Context: an optimization exercise on an open-source flow, tuned for small area. The choices shown serve that exercise and are no tape-out recipe. Function was checked by simulation only, so behaviour that the tests miss may differ from the original. Power and IR drop assume default switching activity.

Setup of job 102:
==> module double_ended_queue, before the edit <==
module double_ended_queue (
    input  logic                                 clk,
    input  logic                                 rst_n,
    input  logic                                 start,
    output logic                                 busy,
    input  logic        [deq_pkg::REQ_W-1:0]     req_type,
    input  logic signed [deq_pkg::DATA_W-1:0]    push_value,
    output logic                                 done,
    output logic signed [deq_pkg::DATA_W-1:0]    out_value,
    output logic        [deq_pkg::STAT_W-1:0]    status,
    output logic                                 is_last
);
    localparam int IW = deq_pkg::IDX_W;
    logic          busy_reg, busy_next;
    logic          done_reg, done_next;
    logic          nonempty_reg, nonempty_next;
    logic [IW-1:0] front_reg, front_next;
    logic [IW-1:0] back_reg, back_next;
    logic [IW-1:0] rnext_reg, rnext_next;
    logic [IW-1:0] raddr;
    logic [deq_pkg::DATA_W-1:0] res_value_reg, res_value_next;
    logic [deq_pkg::STAT_W-1:0] res_status_reg, res_status_next;
    logic          one;
    logic          full;
    logic          mem_we;
    logic [IW-1:0] mem_waddr;
    logic          mem_re;
    logic          res_push;
    assign one  = (front_reg == back_reg);
    assign full = nonempty_reg && (deq_pkg::ring_next(back_reg) == front_reg);
    always_comb
    begin
        busy_next       = busy_reg;
        done_next       = 1'b0;
        nonempty_next   = nonempty_reg;
        front_next      = front_reg;
        back_next       = back_reg;
        raddr           = req_type[0] ? back_reg : front_reg;
        rnext_next      = deq_pkg::ring_next(front_reg);
        mem_re          = 1'b0;
        res_push        = 1'b0;
        res_status_next = 2'd0;
        mem_we          = 1'b0;
        mem_waddr       = req_type[0] ? deq_pkg::ring_next(back_reg) : deq_pkg::ring_prev(front_reg);
        if (busy_reg)
        begin
            done_next  = 1'b1;
            mem_re     = 1'b1;
            raddr      = rnext_reg;
            rnext_next = deq_pkg::ring_next(rnext_reg);
            busy_next  = (rnext_reg != back_reg);
        end
        else if (start)
        begin
            unique case (req_type)
                deq_pkg::REQ_PUSH_FRONT, deq_pkg::REQ_PUSH_BACK:
                begin
                    done_next = 1'b1;
                    res_push  = 1'b1;
                    if (full)
                    begin
                        res_status_next = 2'd2;
                    end
                    else
                    begin
                        mem_we        = 1'b1;
                        nonempty_next = 1'b1;
                        if (req_type[0])
                        begin
                            back_next = mem_waddr;
                        end
                        else
                        begin
                            front_next = mem_waddr;
                        end
                    end
                end
                deq_pkg::REQ_POP_FRONT, deq_pkg::REQ_POP_BACK:
                begin
                    done_next = 1'b1;
                    if (nonempty_reg)
                    begin
                        mem_re        = 1'b1;
                        nonempty_next = !one;
                        if (req_type[0])
                        begin
                            back_next = deq_pkg::ring_prev(back_reg);
                        end
                        else
                        begin
                            front_next = deq_pkg::ring_next(front_reg);
                        end
                    end
                    else
                    begin
                        res_status_next = 2'd1;
                    end
                end
                deq_pkg::REQ_READ_ALL:
                begin
                    done_next = 1'b1;
                    if (nonempty_reg)
                    begin
                        mem_re    = 1'b1;
                        busy_next = !one;
                    end
                    else
                    begin
                        res_status_next = 2'd1;
                    end
                end
                default:
                begin
                end
            endcase
        end
    end
    always_ff @(posedge clk or negedge rst_n)
    begin
        if (!rst_n)
        begin
            busy_reg     <= 1'b0;
            done_reg     <= 1'b0;
            nonempty_reg <= 1'b0;
            front_reg    <= '0;
            back_reg     <= deq_pkg::ring_prev('0);
        end
        else
        begin
            busy_reg     <= busy_next;
            done_reg     <= done_next;
            nonempty_reg <= nonempty_next;
            front_reg    <= front_next;
            back_reg     <= back_next;
        end
    end
    always_ff @(posedge clk)
    begin
        rnext_reg      <= rnext_next;
        res_value_reg  <= res_value_next;
        res_status_reg <= res_status_next;
    end
    deq_ram #(
        .DATA_W (deq_pkg::DATA_W),
        .WORDS  (deq_pkg::DEPTH)
    ) u_ram (
        .clk   (clk),
        .we    (mem_we),
        .waddr (mem_waddr),
        .wdata (push_value),
        .re    (mem_re),
        .raddr (raddr),
        .xsel  (res_push),
        .xdata (push_value),
        .rdata (res_value_next)
    );
    assign busy      = busy_reg;
    assign done      = done_reg;
    assign out_value = $signed(res_value_reg);
    assign status    = res_status_reg;
    assign is_last   = !busy_reg;
endmodule
clock: 4.0 ns
lec_check: 0
cap_margin: 20
core_margin: 2
core_utilization: 70
gpl_timing_driven: 0
setup_slack_margin: 0.15
slew_margin: 20
synth_hierarchical: 1
standard.sh (not shown) runs the stock make flow with config.mk's settings and CLKGATE_MAP_FILE= SYNTH_SCRIPT=/design/flow/synth_recipe.tcl, a recipe that flattens the netlist after the stock synthesis.
==> flow/flow/run.sh <==
#!/bin/bash
# Standard layout with buf_4 input and buf_2 output port buffers, a clock tree
# of clkbuf_8 leaf buffers without dummy loads, and one buffer placed at the
# middle of each high-fanout net's loads right after global placement (before
# the resizer repairs slew and capacitance).
here=$(pwd)
export BUFFER_PORTS_ARGS="-inputs -buffer_cell sky130_fd_sc_hd__buf_4"
export CTS_ARGS="-sink_clustering_enable -repair_clock_nets -dont_use_dummy_load -buf_list {sky130_fd_sc_hd__clkbuf_8} -root_buf sky130_fd_sc_hd__clkbuf_16 -sink_clustering_size 16 -sink_clustering_max_diameter 60"
cat $here/flow/outbuf.tcl $here/flow/fanout_buffers.tcl > $here/post_gpl.tcl
export POST_GLOBAL_PLACE_TCL=$here/post_gpl.tcl
bash standard.sh > flow.log 2>&1
==> flow/flow/fanout_buffers.tcl <==
# Give each signal net with many loads one buffer at the centre of its loads,
# unless a buffer (such as a port buffer) already drives it.
set block [ord::get_db_block]
set dbu [$block getDefUnits]
set min_loads 16
set count 0
foreach net [$block getNets] {
  if {[$net getSigType] ne "SIGNAL"} { continue }
  if {[$net getName] eq "clk"} { continue }
  set loads {}
  set driver ""
  foreach it [$net getITerms] {
    if {[$it isOutputSignal]} { set driver $it } elseif {[$it isInputSignal]} { lappend loads $it }
  }
  if {$driver eq "" || [llength $loads] < $min_loads} { continue }
  set dm [[$driver getInst] getMaster]
  if {[string match "*__buf_*" [$dm getName]] || [string match "*__clkbuf_*" [$dm getName]]} { continue }
  set sx 0; set sy 0
  foreach it $loads {
    set xy [$it getAvgXY]
    if {[lindex $xy 0] == 0} { set box [[$it getInst] getBBox]; set x [$box xCenter]; set y [$box yCenter] } else { set x [lindex $xy 1]; set y [lindex $xy 2] }
    set sx [expr {$sx + $x}]; set sy [expr {$sy + $y}]
  }
  set n [llength $loads]
  set cx [expr {double($sx) / $n / $dbu}]
  set cy [expr {double($sy) / $n / $dbu}]
  insert_buffer -buffer_cell sky130_fd_sc_hd__buf_4 -net [get_nets [$net getName]] -location [list $cx $cy] -buffer_name fanbuf_$count
  incr count
}
puts "fanout_buffers: inserted $count buffers"
==> flow/flow/outbuf.tcl <==
# Buffer the outputs with small buffers (they drive only the output load).
buffer_ports -outputs -buffer_cell sky130_fd_sc_hd__buf_2
What job 105 does differently from job 102 at the input level:
diff --git a/flow/design.v b/flow/design.v
--- a/flow/design.v
+++ b/flow/design.v
@@ -8,16 +8,10 @@
     localparam logic [REQ_W-1:0] REQ_PUSH_FRONT = 3'd0;
     localparam logic [REQ_W-1:0] REQ_PUSH_BACK  = 3'd1;
     localparam logic [REQ_W-1:0] REQ_POP_FRONT  = 3'd2;
     localparam logic [REQ_W-1:0] REQ_POP_BACK   = 3'd3;
     localparam logic [REQ_W-1:0] REQ_READ_ALL   = 3'd4;
-    function automatic logic [IDX_W-1:0] ring_next(input logic [IDX_W-1:0] x);
-        ring_next = {x[3:0], x[4] ^ x[2] ^ (x[3:0] == 4'd0)};
-    endfunction
-    function automatic logic [IDX_W-1:0] ring_prev(input logic [IDX_W-1:0] y);
-        ring_prev = {y[0] ^ y[3] ^ (y[4:1] == 4'd0), y[4:1]};
-    endfunction
 endpackage
 `timescale 1ns / 1ps
 module deq_aoi3 (
     input  logic a0,
     input  logic b0,
@@ -131,31 +125,31 @@
     logic          mem_we;
     logic [IW-1:0] mem_waddr;
     logic          mem_re;
     logic          res_push;
     assign one  = (front_reg == back_reg);
-    assign full = nonempty_reg && (deq_pkg::ring_next(back_reg) == front_reg);
+    assign full = nonempty_reg && (back_reg + IW'(1) == front_reg);
     always_comb
     begin
         busy_next       = busy_reg;
         done_next       = 1'b0;
         nonempty_next   = nonempty_reg;
         front_next      = front_reg;
         back_next       = back_reg;
         raddr           = req_type[0] ? back_reg : front_reg;
-        rnext_next      = deq_pkg::ring_next(front_reg);
+        rnext_next      = front_reg + IW'(1);
         mem_re          = 1'b0;
         res_push        = 1'b0;
         res_status_next = 2'd0;
         mem_we          = 1'b0;
-        mem_waddr       = req_type[0] ? deq_pkg::ring_next(back_reg) : deq_pkg::ring_prev(front_reg);
+        mem_waddr       = req_type[0] ? back_reg + IW'(1) : front_reg - IW'(1);
         if (busy_reg)
         begin
             done_next  = 1'b1;
             mem_re     = 1'b1;
             raddr      = rnext_reg;
-            rnext_next = deq_pkg::ring_next(rnext_reg);
+            rnext_next = rnext_reg + IW'(1);
             busy_next  = (rnext_reg != back_reg);
         end
         else if (start)
         begin
             unique case (req_type)
@@ -188,15 +182,15 @@
                     begin
                         mem_re        = 1'b1;
                         nonempty_next = !one;
                         if (req_type[0])
                         begin
-                            back_next = deq_pkg::ring_prev(back_reg);
+                            back_next = back_reg - IW'(1);
                         end
                         else
                         begin
-                            front_next = deq_pkg::ring_next(front_reg);
+                            front_next = front_reg + IW'(1);
                         end
                     end
                     else
                     begin
                         res_status_next = 2'd1;
@@ -227,11 +221,11 @@
         begin
             busy_reg     <= 1'b0;
             done_reg     <= 1'b0;
             nonempty_reg <= 1'b0;
             front_reg    <= '0;
-            back_reg     <= deq_pkg::ring_prev('0);
+            back_reg     <= '1;
         end
         else
         begin
             busy_reg     <= busy_next;
             done_reg     <= done_next;
Notes after the runs:
- On maximum achievable frequency, the lower figure sits with job 102, not job 105.
- Summary: post-route minimum period, job 105 better than job 102
- [job 105 vs job 102] global-route total usage across every layer: lower in job 105
- ~same multiplexer fraction of the synthesized cell area in job 102 and job 105
- Changes observed in job 105 relative to job 102: buffer share of cell area essentially unchanged, power increased 7.0%, layout inverter count without the clock tree decreased 1, final worst-path setup slack increased 0.026 ns.
- Job 105: worst setup timing slack at the placement stage higher than job 102

[re-timing with driven ports]
Ports are ideal in the flow. The routed layouts listed here were re-timed in OpenROAD. Step 1 assumes that a clkbuf_16 drives the clock port and a buf_2 every other input. Step 2 adds t to the input delays and takes it off the output delays; t is the mean of the earliest and latest rising clock arrival at the registers after step 1. Input paths then give back, and output paths get back, about the clock's delay inside the block. Three values: ideal, step 1, step 2; two values: the first two.
run	t, ns	setup slack, ns	cell pins on the clock port's net
job 102	0.653	0.126 / 0.126 / -0.350	1
job 105	0.659	0.152 / 0.152 / -0.388	1
Met with ideal ports but missed after step 2: setup timing in job 102 and job 105. The setup slack of job 105, which loses most, moves by 0.000 ns with the drivers and by -0.540 ns with both steps.
